This design comes from an exercise in tuning for small area and a short achievable clock period on the open sky130 flow, not from production work.
Function was checked by simulation only, so behaviour that the tests miss may differ from the original.
Power is estimated from default activity; no workload was simulated.

==> inputs of job 1604 <==
Design dac_engine, start of the top module:
module dac_engine (
    input  wire                                    adc_clk,
    input  wire                                    reset,
    input  wire  [dac_engine_pkg::REG_ADDR_W-1:0]  awaddr,
    input  wire                                    awvalid,
    output logic                                   awready,
    input  wire  [31:0]                            wdata,
    input  wire                                    wvalid,
    output logic                                   wready,
    output logic                                   bvalid,
    output logic [1:0]                             bresp,
    input  wire                                    bready,
    input  wire  [dac_engine_pkg::REG_ADDR_W-1:0]  araddr,
    input  wire                                    arvalid,
    output logic                                   arready,
    output logic [31:0]                            rdata,
    output logic                                   rvalid,
    output logic [1:0]                             rresp,
    input  wire                                    rready,
    output logic [dac_engine_pkg::DATA_W-1:0]      dac_a,
    output logic [dac_engine_pkg::DATA_W-1:0]      dac_b
);
export LEC_CHECK = 0
export CAP_MARGIN = 20
export CORE_MARGIN = 2
export CORE_UTILIZATION = 60
export SETUP_SLACK_MARGIN = 2.6
export SLEW_MARGIN = 20
export SYNTH_HIERARCHICAL = 1
export SYNTH_MINIMUM_KEEP_SIZE = 0
create_clock -name core_clock -period 5.0 [get_ports {adc_clk}]
standard.sh (not shown) runs the stock make flow with config.mk's settings and CLKGATE_MAP_FILE= SYNTH_SCRIPT=/design/flow/synth_recipe.tcl, a recipe that flattens the netlist after the stock synthesis.
==> flow/flow/run.sh <==
#!/bin/bash
# The standard layout (standard.sh, ORFS) with two changes:
#  - clock tree synthesis without dummy loads and with larger sink clusters
#  - plain buf_4 cells as the port buffers instead of the default delay cells
# The make output goes to standard.log; ORFS writes each step's log under orfs/logs/.
set -euo pipefail
export CTS_ARGS="-sink_clustering_enable -repair_clock_nets -dont_use_dummy_load -sink_clustering_size 25 -sink_clustering_max_diameter 80"
export BUFFER_PORTS_ARGS="-buffer_cell sky130_fd_sc_hd__buf_4"
bash standard.sh > standard.log 2>&1
==> inputs of job 1112, as changes to job 1604 <==
--- a/flow/design.v
+++ b/flow/design.v
@@ -50,93 +50,75 @@
     input  wire                                    rready,
     output logic [dac_engine_pkg::SEL_W-1:0]       dac_a_select,
     output logic [dac_engine_pkg::SEL_W-1:0]       dac_b_select,
     output logic                                   lut_run_once,
     output logic                                   trig_pulse,
+    output logic                                   lut_wr_en,
+    output logic [dac_engine_pkg::LUT_ADDR_W-1:0]  lut_wr_addr,
     output logic [dac_engine_pkg::DATA_W-1:0]      lut_wr_data,
-    output logic [15:0]                            lut_wr_hi,   
-    output logic [15:0]                            lut_wr_lo,   
     output logic [dac_engine_pkg::PERIOD_W-1:0]    pulse_low,
     output logic [dac_engine_pkg::PERIOD_W-1:0]    pulse_high,
     output logic [dac_engine_pkg::DATA_W-1:0]      pulse_val
 );
     logic        wr_accept;   
     logic        rd_accept;   
     logic [31:0] lut_reg;     
     logic [31:0] rd_word;     
-    logic aw_int, bv_int;   
-    logic ar_int, rv_int;   
-    assign wr_accept = aw_int;
-    assign rd_accept = ar_int;
+    assign wr_accept = awready;
+    assign rd_accept = arready;
     assign wready = awready;   
     assign bresp = 2'b00;   
     assign rresp = 2'b00;
+    assign lut_wr_addr = lut_reg[16 +: LUT_ADDR_W];
     assign lut_wr_data = lut_reg[DATA_W-1:0];
     always_ff @(posedge adc_clk or posedge reset) begin
         if (reset) begin
             awready <= 1'b0;
             bvalid  <= 1'b0;
-            aw_int  <= 1'b0;
-            bv_int  <= 1'b0;
         end else begin
             awready <= awvalid && wvalid && !awready && !bvalid;   
-            aw_int  <= awvalid && wvalid && !aw_int && !bv_int;
-            if (awready) begin
+            if (wr_accept) begin
                 bvalid <= 1'b1;
             end else if (bready) begin
                 bvalid <= 1'b0;   
             end
-            if (aw_int) begin
-                bv_int <= 1'b1;
-            end else if (bready) begin
-                bv_int <= 1'b0;
-            end
         end
     end
     always_ff @(posedge adc_clk or posedge reset) begin
         if (reset) begin
             dac_a_select <= '0;
             dac_b_select <= '0;
             lut_run_once <= 1'b0;
             trig_pulse   <= 1'b0;
+            lut_wr_en    <= 1'b0;
             lut_reg      <= '0;
             pulse_low    <= '0;
             pulse_high   <= '0;
             pulse_val    <= '0;
         end else begin
             trig_pulse <= 1'b0;   
+            lut_wr_en  <= 1'b0;
             if (wr_accept) begin
                 case (awaddr)
                     REG_CTRL: begin
                         dac_a_select <= wdata[0 +: SEL_W];
                         dac_b_select <= wdata[4 +: SEL_W];
                         lut_run_once <= wdata[8];
                     end
                     REG_TRIG: trig_pulse <= wdata[0];   
-                    REG_LUT:        lut_reg    <= wdata;   
+                    REG_LUT: begin
+                        lut_reg   <= wdata;
+                        lut_wr_en <= 1'b1;   
+                    end
                     REG_PULSE_LOW:  pulse_low  <= wdata;
                     REG_PULSE_HIGH: pulse_high <= wdata;
                     REG_PULSE_VAL:  pulse_val  <= wdata[DATA_W-1:0];
                     default: ;   
                 endcase
             end
         end
     end
-    always_ff @(posedge adc_clk or posedge reset) begin
-        if (reset) begin
-            lut_wr_hi <= '0;
-        end else begin
-            for (int j = 0; j < 16; j++) begin
-                lut_wr_hi[j] <= wr_accept && (awaddr == REG_LUT) && (wdata[23:20] == 4'(j));
-            end
-        end
-    end
-    always_ff @(posedge adc_clk) begin
-        for (int k = 0; k < 16; k++) begin
-            lut_wr_lo[k] <= (wdata[19:16] == 4'(k));
-        end
-    end
     always_comb begin
         case (araddr)
             REG_ID:         rd_word = {FPGA_REV, FPGA_TYPE};
             REG_CTRL:       rd_word = {23'b0, lut_run_once, 2'b0, dac_b_select,
                                        2'b0, dac_a_select};
@@ -149,25 +131,17 @@
     end
     always_ff @(posedge adc_clk or posedge reset) begin
         if (reset) begin
             arready <= 1'b0;
             rvalid  <= 1'b0;
-            ar_int  <= 1'b0;
-            rv_int  <= 1'b0;
         end else begin
             arready <= arvalid && !arready && !rvalid;
-            ar_int  <= arvalid && !ar_int && !rv_int;
-            if (arready) begin
+            if (rd_accept) begin
                 rvalid <= 1'b1;
             end else if (rready) begin
                 rvalid <= 1'b0;
             end
-            if (ar_int) begin
-                rv_int <= 1'b1;
-            end else if (rready) begin
-                rv_int <= 1'b0;
-            end
         end
     end
     always_ff @(posedge adc_clk) begin
         if (rd_accept) begin
             rdata <= rd_word;
@@ -215,34 +189,32 @@
             .hold    (!we),
             .d       (wr_data),
             .q       (q[k])
         );
     end
-    logic [15:0] rd_sel;
-    assign rd_sel = rd_lo & {16{rd_row}};
     for (genvar b = 0; b < DATA_W; b++) begin : g_rd
         logic [5:0] miss;   
         for (genvar i = 0; i < 5; i++) begin : g_rd3
             lut_rd3 u_rd3 (
-                .s0  (rd_sel[3*i]),  .s1 (rd_sel[3*i+1]),  .s2 (rd_sel[3*i+2]),
+                .s0  (rd_lo[3*i]),   .s1 (rd_lo[3*i+1]),   .s2 (rd_lo[3*i+2]),
                 .b0  (q[3*i][b]),    .b1 (q[3*i+1][b]),    .b2 (q[3*i+2][b]),
                 .y_n (miss[i])
             );
         end
-        assign miss[5] = !(rd_sel[15] && q[15][b]);
-        assign rd_data[b] = !(&miss);
+        assign miss[5] = !(rd_lo[15] && q[15][b]);
+        assign rd_data[b] = rd_row && !(&miss);
     end
 endmodule
 module lut_player (
     input  wire                                    adc_clk,
     input  wire                                    reset,
     input  wire                                    lut_run_once,
     input  wire                                    trig_pulse,
-    input  wire  [15:0]                            lut_wr_hi,   
-    input  wire  [15:0]                            lut_wr_lo,   
+    input  wire                                    lut_wr_en,
+    input  wire  [dac_engine_pkg::LUT_ADDR_W-1:0]  lut_wr_addr,
     input  wire  [dac_engine_pkg::DATA_W-1:0]      lut_wr_data,
-    output logic [4*dac_engine_pkg::DATA_W-1:0]    lut_part
+    output logic [dac_engine_pkg::DATA_W-1:0]      lut_sample
 );
     logic [15:0] rd_lo, rd_hi;
     logic        addr_last;   
     logic        addr_en;
     assign addr_last = rd_lo[15] && rd_hi[15];
@@ -256,28 +228,39 @@
             if (rd_lo[15]) begin
                 rd_hi <= {rd_hi[14:0], rd_hi[15]};   
             end
         end
     end
+    logic [15:0] wr_lo, wr_hi;
+    always_comb begin
+        for (int k = 0; k < 16; k++) begin
+            wr_lo[k] = (lut_wr_addr[3:0] == 4'(k));
+            wr_hi[k] = lut_wr_en && (lut_wr_addr[7:4] == 4'(k));
+        end
+    end
     logic [DATA_W-1:0] row_data [16];
     for (genvar j = 0; j < 16; j++) begin : g_row
         lut_row u_row (
             .adc_clk (adc_clk),
-            .wr_row  (lut_wr_hi[j]),
-            .wr_lo   (lut_wr_lo),
+            .wr_row  (wr_hi[j]),
+            .wr_lo   (wr_lo),
             .wr_data (lut_wr_data),
             .rd_row  (rd_hi[j]),
             .rd_lo   (rd_lo),
             .rd_data (row_data[j])
         );
     end
-    always_ff @(posedge adc_clk) begin
-        for (int g = 0; g < 4; g++) begin
-            lut_part[g*DATA_W +: DATA_W] <= row_data[4*g] | row_data[4*g+1]
-                                          | row_data[4*g+2] | row_data[4*g+3];
+    logic [DATA_W-1:0] rd_word;
+    always_comb begin
+        rd_word = '0;
+        for (int j = 0; j < 16; j++) begin
+            rd_word = rd_word | row_data[j];
         end
     end
+    always_ff @(posedge adc_clk) begin
+        lut_sample <= rd_word;
+    end
 endmodule
 `default_nettype wire
 `timescale 1ns/100ps
 `default_nettype none
 import dac_engine_pkg::*;
@@ -291,36 +274,33 @@
     output logic [dac_engine_pkg::DATA_W-1:0]    pulse_sample
 );
     logic                in_low;      
     logic                in_high;     
     logic [PERIOD_W-1:0] phase_cnt;   
-    logic                cnt_one;     
-    logic low_zero, high_zero, low_one, high_one;
-    assign low_zero  = (pulse_low == '0);
-    assign high_zero = (pulse_high == '0);
-    assign low_one   = (pulse_low == PERIOD_W'(1));
-    assign high_one  = (pulse_high == PERIOD_W'(1));
     always_ff @(posedge adc_clk or posedge reset) begin
         if (reset) begin
             in_low    <= 1'b0;
             in_high   <= 1'b0;
             phase_cnt <= '0;
-            cnt_one   <= 1'b0;
         end else if (trig_pulse) begin
-            in_low    <= !low_zero;
-            in_high   <= low_zero && !high_zero;
-            phase_cnt <= !low_zero ? pulse_low : pulse_high;
-            cnt_one   <= !low_zero ? low_one : high_one;
-        end else if (in_low || in_high) begin
-            if (cnt_one) begin
+            in_low    <= (pulse_low != '0);
+            in_high   <= (pulse_low == '0) && (pulse_high != '0);
+            phase_cnt <= (pulse_low != '0) ? pulse_low : pulse_high;
+        end else if (in_low) begin
+            if (phase_cnt == PERIOD_W'(1)) begin
                 in_low    <= 1'b0;
-                in_high   <= in_low && !high_zero;   
-                phase_cnt <= in_low ? pulse_high : '0;
-                cnt_one   <= in_low && high_one;
+                in_high   <= (pulse_high != '0);
+                phase_cnt <= pulse_high;   
+            end else begin
+                phase_cnt <= phase_cnt - PERIOD_W'(1);
+            end
+        end else if (in_high) begin
+            if (phase_cnt == PERIOD_W'(1)) begin
+                in_high   <= 1'b0;   
+                phase_cnt <= '0;
             end else begin
                 phase_cnt <= phase_cnt - PERIOD_W'(1);
-                cnt_one   <= (phase_cnt == PERIOD_W'(2));
             end
         end
     end
     assign pulse_sample = in_high ? pulse_val : '0;
 endmodule
@@ -331,20 +311,17 @@
 module dac_output_mux (
     input  wire                                adc_clk,
     input  wire                                reset,
     input  wire  [dac_engine_pkg::SEL_W-1:0]   dac_a_select,
     input  wire  [dac_engine_pkg::SEL_W-1:0]   dac_b_select,
-    input  wire  [4*dac_engine_pkg::DATA_W-1:0] lut_part,   
+    input  wire  [dac_engine_pkg::DATA_W-1:0]  lut_sample,
     input  wire  [dac_engine_pkg::DATA_W-1:0]  pulse_sample,
     output logic [dac_engine_pkg::DATA_W-1:0]  dac_a,   
     output logic [dac_engine_pkg::DATA_W-1:0]  dac_b
 );
     logic [DATA_W-1:0] a_signed;   
     logic [DATA_W-1:0] b_signed;
-    logic [DATA_W-1:0] lut_sample;
-    assign lut_sample = lut_part[0 +: DATA_W] | lut_part[DATA_W +: DATA_W]
-                      | lut_part[2*DATA_W +: DATA_W] | lut_part[3*DATA_W +: DATA_W];
     always_ff @(posedge adc_clk or posedge reset) begin
         if (reset) begin
             a_signed <= '0;
             b_signed <= '0;
         end else begin
@@ -400,17 +377,17 @@
 );
     logic [SEL_W-1:0]      dac_a_select;
     logic [SEL_W-1:0]      dac_b_select;
     logic                  lut_run_once;
     logic                  trig_pulse;    
+    logic                  lut_wr_en;
+    logic [LUT_ADDR_W-1:0] lut_wr_addr;
     logic [DATA_W-1:0]     lut_wr_data;
-    logic [15:0]           lut_wr_hi;
-    logic [15:0]           lut_wr_lo;
     logic [PERIOD_W-1:0]   pulse_low;
     logic [PERIOD_W-1:0]   pulse_high;
     logic [DATA_W-1:0]     pulse_val;
-    logic [4*DATA_W-1:0]   lut_part;
+    logic [DATA_W-1:0]     lut_sample;
     logic [DATA_W-1:0]     pulse_sample;
     dac_engine_regs i_regs (
         .*
     );
     lut_player i_lut_player (
==> flow/run.sh (new file) <==
#!/bin/bash
# synth_recipe.tcl (not shown) runs the flow's synth.tcl, then flattens the netlist and writes it again
# the make line also repeats each setting of config.mk as NAME=value (left out here)
make -C /OpenROAD-flow-scripts/flow DESIGN_CONFIG=/design/flow/config.mk WORK_HOME=/design/flow/orfs CLKGATE_MAP_FILE= SYNTH_SCRIPT=/design/flow/synth_recipe.tcl finish
CORE_UTILIZATION = 45   (was 60)
SETUP_SLACK_MARGIN = 2.2   (was 2.6)
removed: flow/flow/run.sh
removed: flow/standard.sh
==> inputs of job 5103, as changes to job 1604 <==
==> flow/run.sh (new file) <==
#!/bin/bash
# synth_recipe.tcl (not shown) runs the flow's synth.tcl, then flattens the netlist and writes it again
# the make line also repeats each setting of config.mk as NAME=value (left out here)
make -C /OpenROAD-flow-scripts/flow DESIGN_CONFIG=/design/flow/config.mk WORK_HOME=/design/flow/orfs CLKGATE_MAP_FILE= SYNTH_SCRIPT=/design/flow/synth_recipe.tcl finish
CTS_CLUSTER_DIAMETER = 80   (was default)
CTS_CLUSTER_SIZE = 25   (was default)
removed: flow/flow/run.sh
removed: flow/standard.sh
==> qor summary <==
item                                                                            job 1112                   job 5103                   job 1604
Status                                                                    finished clean             finished clean             finished clean
Standard cell with the maximum stage delay on the critical path  sky130_fd_sc_hd__nor4_4  sky130_fd_sc_hd__a222oi_1  sky130_fd_sc_hd__a222oi_1
Total iterations of the first detailed-routing run                                    13                         12                         14
Clock share of power                                                               47.5%                      33.1%                      31.8%
P_int                                                                          56,200 uW                  45,100 uW                  44,300 uW
Routed wire length                                                            631,000 um                 596,000 um                 608,000 um
Fin Hold WS                                                                       312 ps                     335 ps                     134 ps
Core region area                                                             366,000 um2                279,000 um2                279,000 um2
Area taken by flip-flops and latches                                          89,700 um2                 91,600 um2                 91,600 um2
TritonCTS Buffers                                                                    443                        207                        207
Worst reg2reg path depth                                                               7                          8                          8
Deepest level of the CTS H-tree                                                        5                          4                          4
Non-clock buffer count in the final layout                                           852                        516                        622
Critical path's largest stage delay                                               860 ps                     690 ps                     750 ps
Maximum VDD drop                                                                0.314 mV                   0.400 mV                   0.311 mV
Synthesized-area fraction occupied by ao, oa, aoi and oai cells                    31.7%                      29.8%                      29.8%
Share of the final layout cell area in multi-input gates                           34.2%                      36.8%                      36.8%
Clock-cell share of area                                                           8.21%                      3.42%                      2.99%
Number of antenna repair diodes                                                       20                         35                         27
Final design utilization                                                           51.2%                      62.0%                      62.1%
Final instance area                                                          187,000 um2                173,000 um2                173,000 um2
Total power consumption of the routed design                                   73,500 uW                  59,900 uW                  58,800 uW

## afterwards: timing with drivers on the ports
No port has a modelled driver above. Below, the same layouts with a new extraction and two added sets of constraints. Step 1, drivers: a clkbuf_16 drives adc_clk and a buf_2 each remaining input, both assumed. Step 2 also shifts input and output timing later by t, the mid clock arrival at the registers, as if the neighbouring blocks saw the same clock. Slacks: ideal / step 1 / step 2; pairs: ideal / step 1.
run	t, ns	setup slack, ns	worst hold slack (ns)
job 1604	1.052	1.885 / 1.885 / 1.760	0.134 / 0.040 / 0.354
job 1112	1.083	1.773 / 1.773 / 1.337	0.312 / 0.312 / 0.312
job 5103	1.061	1.936 / 1.936 / 1.767	0.335 / 0.335 / 0.335
After both steps every run listed still meets setup and hold. The setup slack of job 1112, which loses most, moves by 0.000 ns with the drivers and by -0.436 ns with both steps.
